Background: an optimization exercise with open tools, aiming at small area, a short achievable clock period and few clock cycles per item. Do not read the settings as production practice.
Function was checked by simulation only, so behaviour that the tests miss may differ from the original.
No activity file was given, so power comes from the tool's default toggle rates.

Design vertex_fetch_index_cache, start of the top module:
module vertex_fetch_index_cache (
  input  logic         clk_i,
  input  logic         rst_ni,
  input  logic         psel,
  input  logic         penable,
  input  logic         pwrite,
  input  logic [3:0]   paddr,
  input  logic [31:0]  pwdata,
  output logic [31:0]  prdata,
  output logic         pready,
  input  logic         s_axis_tvalid,
  output logic         s_axis_tready,
  input  logic [159:0] s_axis_tdata,
  input  logic         s_axis_tuser,
  input  logic         s_axis_tlast,
  output logic         m_axis_tvalid,
  input  logic         m_axis_tready,
  output logic [87:0]  m_axis_tdata,
  output logic         m_axis_tuser,
  output logic         m_axis_tlast
);
export LEC_CHECK = 0
export CAP_MARGIN = 20
export CORE_MARGIN = 2
export CORE_UTILIZATION = 40
export SLEW_MARGIN = 20
create_clock -name core_clock -period 9.5 [get_ports {clk_i}]
standard.sh (not shown) runs the stock make flow with config.mk's settings and CLKGATE_MAP_FILE= SYNTH_SCRIPT=/design/flow/synth_recipe.tcl, a recipe that flattens the netlist after the stock synthesis.
==> flow/flow/run.sh <==
#!/bin/bash
# The standard layout (the standard.sh, standard synthesis unchanged), with
# two layout knobs: repair_timing aims for a larger setup margin, and the port
# buffers are plain buffers instead of the delay cells buffer_ports picks.
# Constraints (clock period, I/O delays, loads) are the standard flow's, untouched.
set -euo pipefail
bash standard.sh \
  SETUP_SLACK_MARGIN=${MARGIN:-6.0} \
  "BUFFER_PORTS_ARGS=-buffer_cell sky130_fd_sc_hd__buf_2" \
  finish > make_finish.log 2>&1
The baseline produced a layout that fails on antenna violations.
Testbench counts at the start, summed over its fixed seeds: cycles 64,530, vertices 22,812.
Rerun with:
--- a/flow/config.mk
+++ b/flow/config.mk
@@ -10,2 +10,3 @@
 export CORE_UTILIZATION = 40
+export CTS_BUF_LIST = sky130_fd_sc_hd__clkbuf_8
 export SLEW_MARGIN = 20
What happened:
- With this change the flow ran to the end with no violations
- flip-flop and latch count does not change
- register-to-register slack degrades by 0.05 ns
- design area fell by 0.38%


Another version of the RTL of vertex_fetch_index_cache (not shown whole).
Size in the first run: roughly 12000 cells after synthesis, ~4100 flip-flops, ~0.18 mm^2 of cells after synthesis.
clock: 9.5 ns
lec_check: 0
cap_margin: 20
core_margin: 2
core_utilization: 55
cts_cluster_diameter: 100
cts_cluster_size: 30
slew_margin: 20
==> flow/flow/run.sh <==
#!/bin/bash
# The standard layout (the standard.sh, standard synthesis unchanged), with
# two layout knobs: repair_timing aims for a larger setup margin, and the port
# buffers are plain buffers instead of the delay cells buffer_ports picks.
# Constraints (clock period, I/O delays, loads) are the standard flow's, untouched.
set -euo pipefail
bash standard.sh \
  SETUP_SLACK_MARGIN=${MARGIN:-5.8} \
  "BUFFER_PORTS_ARGS=-buffer_cell sky130_fd_sc_hd__buf_2" \
  finish > make_finish.log 2>&1
The first run finished with timing, DRC and antenna clean.
Testbench counts at the start, summed over its fixed seeds: cycles 64,530, vertices 22,812.
Edit:
--- a/flow/flow/run.sh
+++ b/flow/flow/run.sh
@@ -7,3 +7,3 @@
 bash standard.sh \
-  SETUP_SLACK_MARGIN=${MARGIN:-5.8} \
+  SETUP_SLACK_MARGIN=${MARGIN:-5.9} \
   "BUFFER_PORTS_ARGS=-buffer_cell sky130_fd_sc_hd__buf_2" \
--- a/flow/config.mk
+++ b/flow/config.mk
@@ -9,3 +9,3 @@
 export CORE_MARGIN = 2
-export CORE_UTILIZATION = 55
+export CORE_UTILIZATION = 40
 export CTS_CLUSTER_DIAMETER = 100
Effect: Wire length came out higher by 6.7%. Total power came out higher by 3.3%. Fmax came out higher by 1.9%. Design area came out higher by 2.5%.
Edit:
--- a/flow/flow/run.sh
+++ b/flow/flow/run.sh
@@ -7,3 +7,3 @@
 bash standard.sh \
-  SETUP_SLACK_MARGIN=${MARGIN:-5.9} \
+  SETUP_SLACK_MARGIN=${MARGIN:-5.7} \
   "BUFFER_PORTS_ARGS=-buffer_cell sky130_fd_sc_hd__buf_2" \
=> Maximum frequency goes down by 2.8%. Global-route usage goes down by 1.7 points. Final area goes down by 2.0%. Setup slack degrades by 110 ps. Wire length goes down by 8.0%. Count of clock-buffer cells in the layout goes down by 12. Sequential share of layout area goes up by 1.2 points. Sequential cell count stays the same. Synthesized area is unchanged. Sequential power barely changes. Non-clock buffer count goes down by 168.


Setup of build 46:
vertex_fetch_index_cache, a different RTL version from the one above (not shown whole).
Size: ~12,000 cells after synthesis, about 4,100 flip-flops, ~330 I/O pins.
clock: 9.5 ns
lec_check: 0
cap_margin: 20
core_margin: 2
core_utilization: 40
setup_slack_margin: 5
slew_margin: 20
run.sh (not shown) runs the stock make flow with config.mk's settings and CLKGATE_MAP_FILE= SYNTH_SCRIPT=/design/flow/synth_recipe.tcl, a recipe that flattens the netlist after the stock synthesis.
Stock flow here: none of the scripts above is used.
Testbench counts of build 46, summed over its fixed seeds: cycles 64,498, vertices 22,812.
Input changes introduced in build 52 (baseline for comparison: build 46):
# build 46
export LEC_CHECK = 0
export CAP_MARGIN = 20
export CORE_MARGIN = 2
export CORE_UTILIZATION = 40
export SETUP_SLACK_MARGIN = 5
export SLEW_MARGIN = 20
create_clock -name core_clock -period 9.5 [get_ports {clk_i}]
# build 52
export LEC_CHECK = 0
export CAP_MARGIN = 20
export CORE_MARGIN = 2
export CORE_UTILIZATION = 40
export SLEW_MARGIN = 20
create_clock -name core_clock -period 9.5 [get_ports {clk_i}]
==> flow/flow/run.sh (new file) <==
#!/bin/bash
# The standard layout (the standard.sh, standard synthesis unchanged), with
# two layout knobs: repair_timing aims for a larger setup margin, and the port
# buffers are plain buffers instead of the delay cells buffer_ports picks.
# Constraints (clock period, I/O delays, loads) are the standard flow's, untouched.
set -euo pipefail
bash standard.sh \
  SETUP_SLACK_MARGIN=${MARGIN:-6} \
  "BUFFER_PORTS_ARGS=-buffer_cell sky130_fd_sc_hd__buf_2" \
  finish > make_finish.log 2>&1
==> flow/standard.sh (new file) <==
#!/bin/bash
# synth_recipe.tcl (not shown) runs the flow's synth.tcl, then flattens the netlist and writes it again
# the make line also repeats each setting of config.mk as NAME=value (left out here)
make -C /OpenROAD-flow-scripts/flow DESIGN_CONFIG=/design/flow/config.mk WORK_HOME=/design/flow/orfs CLKGATE_MAP_FILE= SYNTH_SCRIPT=/design/flow/synth_recipe.tcl "${@:-finish}"
removed: flow/run.sh
--- outcome ---
- Sort build 46 and build 52 by slew at the pin closest to its max-slew limit, ascending, and build 52 comes first.
- In the metrics for build 46 and build 52, the one carrying the higher routed wire length is build 52.
- In the tables for build 46 and build 52, overall track demand over capacity in global routing reads lower with build 46.
- The fraction of standard cell area in multi-input logic on build 52 is in line with that on build 46.
- Build 46 → build 52: worst-skew pair later-pin latency rose 0.02 ns; routed length per instance rose 4.4 µm; weighted congestion reported at the end of routability-driven placement about even; signed area change from the synthesized netlist to the final layout rose 9.2 points.
- Worst-case hold slack across build 46 and build 52: no real change.
- Build 52 vs build 46 — overall power climbed by more than 10%
Setup changes, build 52 to build 13
==> flow/run.sh (new file) <==
#!/bin/bash
# synth_recipe.tcl (not shown) runs the flow's synth.tcl, then flattens the netlist and writes it again
# the make line also repeats each setting of config.mk as NAME=value (left out here)
make -C /OpenROAD-flow-scripts/flow DESIGN_CONFIG=/design/flow/config.mk WORK_HOME=/design/flow/orfs CLKGATE_MAP_FILE= SYNTH_SCRIPT=/design/flow/synth_recipe.tcl finish
removed: flow/flow/run.sh
removed: flow/standard.sh
Findings:
- Build 13 vs build 52 on fraction of cell area in non-clock buffers: build 13 is the lower one.
- From build 52 to build 13, part of the Yosys area used for sequential elements did not move at all.
- Build 13 ended with less number of standard cells in the final layout excluding fillers than build 52.


## v14
vertex_fetch_index_cache, a different RTL version from the one above (not shown whole).
Size: roughly 4200 flip-flops, about 330 I/O pins, roughly 180000 um2 of cells after synthesis.
==> flow/config.mk <==
export PLATFORM = sky130hd
export DESIGN_NAME = vertex_fetch_index_cache
export DESIGN_NICKNAME = vertex_fetch_index_cache
export VERILOG_FILES = /design/flow/design.v
export SDC_FILE = /design/flow/constraint.sdc
export NUM_CORES = 4
export LEC_CHECK = 0
export CAP_MARGIN = 20
export CORE_MARGIN = 2
export CORE_UTILIZATION = 40
export SLEW_MARGIN = 20
==> flow/constraint.sdc <==
create_clock -name core_clock -period 9.5 [get_ports {clk_i}]
set_input_delay 1.9000 -clock core_clock [delete_from_list [all_inputs] [get_ports {clk_i}]]
set_output_delay 1.9000 -clock core_clock [all_outputs]
set_load 0.01 [all_outputs]
standard.sh (not shown) runs the stock make flow with config.mk's settings and CLKGATE_MAP_FILE= SYNTH_SCRIPT=/design/flow/synth_recipe.tcl, a recipe that flattens the netlist after the stock synthesis.
==> flow/flow/run.sh <==
#!/bin/bash
# The standard layout (the standard.sh, standard synthesis unchanged), with
# two layout knobs: repair_timing aims for a larger setup margin, and the port
# buffers are plain buffers instead of the delay cells buffer_ports picks.
# Constraints (clock period, I/O delays, loads) are the standard flow's, untouched.
set -euo pipefail
bash standard.sh \
  SETUP_SLACK_MARGIN=${MARGIN:-5.5} \
  "BUFFER_PORTS_ARGS=-buffer_cell sky130_fd_sc_hd__buf_2" \
  finish > make_finish.log 2>&1
Testbench counts of v14, summed over its fixed seeds: cycles 64,530, vertices 22,812.
--- input diff v14..v19 ---
diff --git a/flow/flow/run.sh b/flow/flow/run.sh
--- a/flow/flow/run.sh
+++ b/flow/flow/run.sh
@@ -6,5 +6,5 @@
 set -euo pipefail
 bash standard.sh \
-  SETUP_SLACK_MARGIN=${MARGIN:-5.5} \
+  SETUP_SLACK_MARGIN=${MARGIN:-5.8} \
   "BUFFER_PORTS_ARGS=-buffer_cell sky130_fd_sc_hd__buf_2" \
   finish > make_finish.log 2>&1
Results
- The lower final standard cell area without fillers of v14 and v19 is in v14.
- Looking at wire length of the first global-routing pass, v19 sits about 4.4% above v14.
- The run with more setup slack is v19; v14 has less.
- Compared with v14, v19 shows share of the clock period used by the worst path lower by 0.64 points.
- Hold slack of v14 is on par with v19.
- The sum of buffers and inverters on the critical path in v19 sits 3 below the value recorded for v14.
- | largest clock skew in the final design | v19 vs v14 | better |
- v19 consumes less power than v14 does.
- v19 -> v14: layout sequential cell count delta 0, exact match
- Looking only at core utilization, and setting everything else aside, the lower value of v14 and v19 goes to v14.


## job 5184
RTL: one of the versions met above, not the one the previous note started from.
Size: ~4100 flip-flops, about 330 I/O pins, roughly 180000 um2 of cells after synthesis.
// vertex_fetch_index_cache
module vertex_fetch_index_cache (
  input  logic         clk_i,
  input  logic         rst_ni,
  input  logic         psel,
  input  logic         penable,
  input  logic         pwrite,
  input  logic [3:0]   paddr,
  input  logic [31:0]  pwdata,
  output logic [31:0]  prdata,
  output logic         pready,
  input  logic         s_axis_tvalid,
  output logic         s_axis_tready,
  input  logic [159:0] s_axis_tdata,
  input  logic         s_axis_tuser,
  input  logic         s_axis_tlast,
  output logic         m_axis_tvalid,
  input  logic         m_axis_tready,
  output logic [87:0]  m_axis_tdata,
  output logic         m_axis_tuser,
  output logic         m_axis_tlast
);
  localparam int unsigned SW = vfic_pkg::SlotW;
  localparam int unsigned NB = vfic_pkg::BatchSize;
  localparam int unsigned NA = vfic_pkg::MaxAttribs;
  logic        draw_mode_q;
  logic [15:0] mask_q;
  logic [4:0]  in_count_q;
  logic [21:0] prdata_q;
  assign pready = 1'b1;
  always_ff @(posedge clk_i or negedge rst_ni) begin
    if (!rst_ni) begin
      draw_mode_q <= 1'b0;
  ...
==> flow/config.mk <==
export PLATFORM = sky130hd
export DESIGN_NAME = vertex_fetch_index_cache
export DESIGN_NICKNAME = vertex_fetch_index_cache
export VERILOG_FILES = /design/flow/design.v
export SDC_FILE = /design/flow/constraint.sdc
export NUM_CORES = 4
export LEC_CHECK = 0
export CAP_MARGIN = 10
export CORE_MARGIN = 2
export CORE_UTILIZATION = 40
export CTS_CLUSTER_DIAMETER = 100
export CTS_CLUSTER_SIZE = 30
export SLEW_MARGIN = 10
==> flow/constraint.sdc <==
create_clock -name core_clock -period 9.5 [get_ports {clk_i}]
set_input_delay 1.9000 -clock core_clock [delete_from_list [all_inputs] [get_ports {clk_i}]]
set_output_delay 1.9000 -clock core_clock [all_outputs]
set_load 0.01 [all_outputs]
==> flow/flow/run.sh <==
#!/bin/bash
# The standard layout (the standard.sh, standard synthesis unchanged), with
# two layout knobs: repair_timing aims for a larger setup margin, and the port
# buffers are plain buffers instead of the delay cells buffer_ports picks.
# Constraints (clock period, I/O delays, loads) are the standard flow's, untouched.
set -euo pipefail
bash standard.sh \
  SETUP_SLACK_MARGIN=${MARGIN:-5.8} \
  "BUFFER_PORTS_ARGS=-buffer_cell sky130_fd_sc_hd__buf_2" \
  finish > make_finish.log 2>&1
Per the final summary, job 5184 finished and its layout is clean on timing, DRC and antenna.
Testbench counts of job 5184, summed over its fixed seeds: cycles 64,530, vertices 22,812.
Setup changes, job 5184 to job 2026
Settings: SLEW_MARGIN changed from 10 to 20; CAP_MARGIN changed from 10 to 20.
### Flow results
- Job 2026 completed; timing, DRC and antenna clean
- Job 5184 completed every stage of the flow, and the final layout passed the timing, DRC and antenna checks.
- Die area across job 2026 and job 5184: no real change.
- Job 2026 against job 5184: insertion delay of the later-clocked pin in the worst-skew pair has remained practically unchanged, global routing met2 resource utilization now smaller.
- The slew at the pin with the worst max-slew slack in job 2026 was higher than what job 5184 gave.
- Compared job 2026 vs job 5184, and sequential share of layout area is up in job 2026.
- For job 5184, the kind of critical path was reg -> reg, unlike job 2026, where it was in -> reg.
- Hold slack, job 2026 and job 5184, higher one = job 2026.
- Count of clock buffers in the final design: job 2026 < job 5184
- From job 5184 to job 2026 the numbers moved as follows: global-route usage moved down, final worst-path setup slack increased 55 ps.
- Compared job 2026 against job 5184; area taken by multi-input logic gates within noise.
- Higher power attributed to combinational cells was reported by job 5184, not job 2026.
diff inputs: job 2026 => job 2005
Settings: CTS_CLUSTER_DIAMETER: 100 -> unset; CTS_CLUSTER_SIZE: 30 -> unset.
## What came out
- Between job 2005 and job 2026, the final worst slack figures differ only marginally.
- Compared job 2005 against job 2026; period utilization within noise.
- Per the comparison of job 2005 with job 2026, post-route standard cell area excluding fillers increased by 4.6% relative to the old numbers; count of multi-input combinational gates closely matched the old numbers.
> inputs changed (job 2005 -> job 5264)
Settings: setting CTS_CLUSTER_DIAMETER to 100 for the first time; setting TNS_END_PERCENT to 20 for the first time; setting CTS_CLUSTER_SIZE to 30 for the first time.
==> comparison <==
- Job 5264 ends up with a total power that is about 8% lower than in job 2005.
- Job 2005 → job 5264: portion of total power attributed to combinational logic went up by 4.3 points; critical path depth in cells lost 2; highest fanout seen on the critical path shows an increase of about 45%.
- Part of the power in the clock network came out lower on job 5264 than on job 2005.
- Job 5264 ended with less final worst slack than job 2005.


01-17:
vertex_fetch_index_cache, a different RTL version from the one above (not shown whole).
For scale: roughly 11,000 cells after synthesis, about 4,300 flip-flops, roughly 180,000 um2 of cells after synthesis.
Settings: LEC_CHECK=0, CAP_MARGIN=20, CORE_MARGIN=2, CORE_UTILIZATION=40, SETUP_SLACK_MARGIN=5, SLEW_MARGIN=20; clock period 9.5 ns.
run.sh (not shown) runs the stock make flow with config.mk's settings and CLKGATE_MAP_FILE= SYNTH_SCRIPT=/design/flow/synth_recipe.tcl, a recipe that flattens the netlist after the stock synthesis.
Stock flow here: none of the scripts above is used.
01-17: full flow OK, the timing, DRC and antenna checks passed
Testbench counts of 01-17, summed over its fixed seeds: cycles 64,506, vertices 22,812.
> inputs changed (01-17 -> 04-26)
==> flow/flow/run.sh (new file) <==
#!/bin/bash
# The standard layout (the standard.sh, standard synthesis unchanged), with
# two layout knobs: repair_timing aims for a larger setup margin, and the port
# buffers are plain buffers instead of the delay cells buffer_ports picks.
# Constraints (clock period, I/O delays, loads) are the standard flow's, untouched.
set -euo pipefail
bash standard.sh \
  SETUP_SLACK_MARGIN=${MARGIN:-5.5} \
  "BUFFER_PORTS_ARGS=-buffer_cell sky130_fd_sc_hd__buf_2" \
  finish > make_finish.log 2>&1
==> flow/standard.sh (new file) <==
#!/bin/bash
# synth_recipe.tcl (not shown) runs the flow's synth.tcl, then flattens the netlist and writes it again
# the make line also repeats each setting of config.mk as NAME=value (left out here)
make -C /OpenROAD-flow-scripts/flow DESIGN_CONFIG=/design/flow/config.mk WORK_HOME=/design/flow/orfs CLKGATE_MAP_FILE= SYNTH_SCRIPT=/design/flow/synth_recipe.tcl "${@:-finish}"
--- a/flow/config.mk
+++ b/flow/config.mk
@@ -9,4 +9,3 @@
 export CORE_MARGIN = 2
 export CORE_UTILIZATION = 40
-export SETUP_SLACK_MARGIN = 5
 export SLEW_MARGIN = 20
removed: flow/run.sh
## What came out
- Changes observed in 04-26 relative to 01-17: clock share of power shrank by 0.4 points; number of DRC violations after detailed-routing iteration 0 went up by about 28%; detailed-route vias per instance grew by 0.19.
- Number of buffers added by the clock tree synthesis step, 04-26 vs 01-17: up slightly
- Compared with 01-17, 04-26 shows a lower relative contribution of sequential cells to total power.
- Sort 04-26 and 01-17 by clock skew, ascending, and 01-17 comes first.

## port drivers added, routing unchanged
In the flow no input, the clock included, has a driving cell. The finished layouts below were timed again as built, in two steps. Step 1 sets driving cells, clkbuf_16 on the clock port and buf_2 on the other inputs (assumed; they add their load-dependent delay and slew). Step 2 moves the port delays by t, midway between the first and last clock arrival at a register: inputs arrive t later, outputs are due t later. That takes back most of the time a late clock gives input paths. Three values: ideal, step 1, step 2; two values: the first two.
| run | shift t [ns] | setup WS [ns] | clock arrival spread, ns |
|---|---|---|---|
| the first run of note 1 | 1.091 | 5.748 / 5.637 / 4.904 | 0.156 / 0.155 |
| the second run of note 1 | 1.329 | 5.496 / 5.389 / 4.806 | 0.126 / 0.126 |
| the first run of note 2 | 1.022 | 5.711 / 5.711 / 4.864 | 0.097 / 0.097 |
| the second run of note 2 | 1.039 | 5.780 / 5.780 / 4.832 | 0.147 / 0.147 |
| the third run of note 2 | 1.034 | 5.675 / 5.675 / 4.794 | 0.143 / 0.143 |
| build 46 | 1.083 | 4.887 / 4.887 / 4.167 | 0.134 / 0.134 |
| build 52 | 1.113 | 5.039 / 5.039 / 5.039 | 0.160 / 0.161 |
| build 13 | 1.086 | 3.674 / 3.674 / 3.674 | 0.091 / 0.090 |
| v14 | 1.087 | 5.556 / 5.529 / 4.548 | 0.134 / 0.135 |
| v19 | 1.123 | 5.616 / 5.490 / 4.852 | 0.064 / 0.065 |
| job 5184 | 1.028 | 5.709 / 5.709 / 4.805 | 0.128 / 0.128 |
| job 2026 | 1.009 | 5.765 / 5.742 / 4.840 | 0.167 / 0.167 |
| job 2005 | 1.081 | 5.764 / 5.705 / 4.810 | 0.127 / 0.126 |
| job 5264 | 1.022 | 5.671 / 5.671 / 4.749 | 0.142 / 0.141 |
| 01-17 | 1.116 | 5.055 / 5.055 / 4.146 | 0.110 / 0.110 |
| 04-26 | 1.143 | 5.446 / 5.446 / 4.550 | 0.115 / 0.114 |
For v14, which loses most, drivers alone change the setup slack by -0.027 ns; drivers and shift together by -1.008 ns.
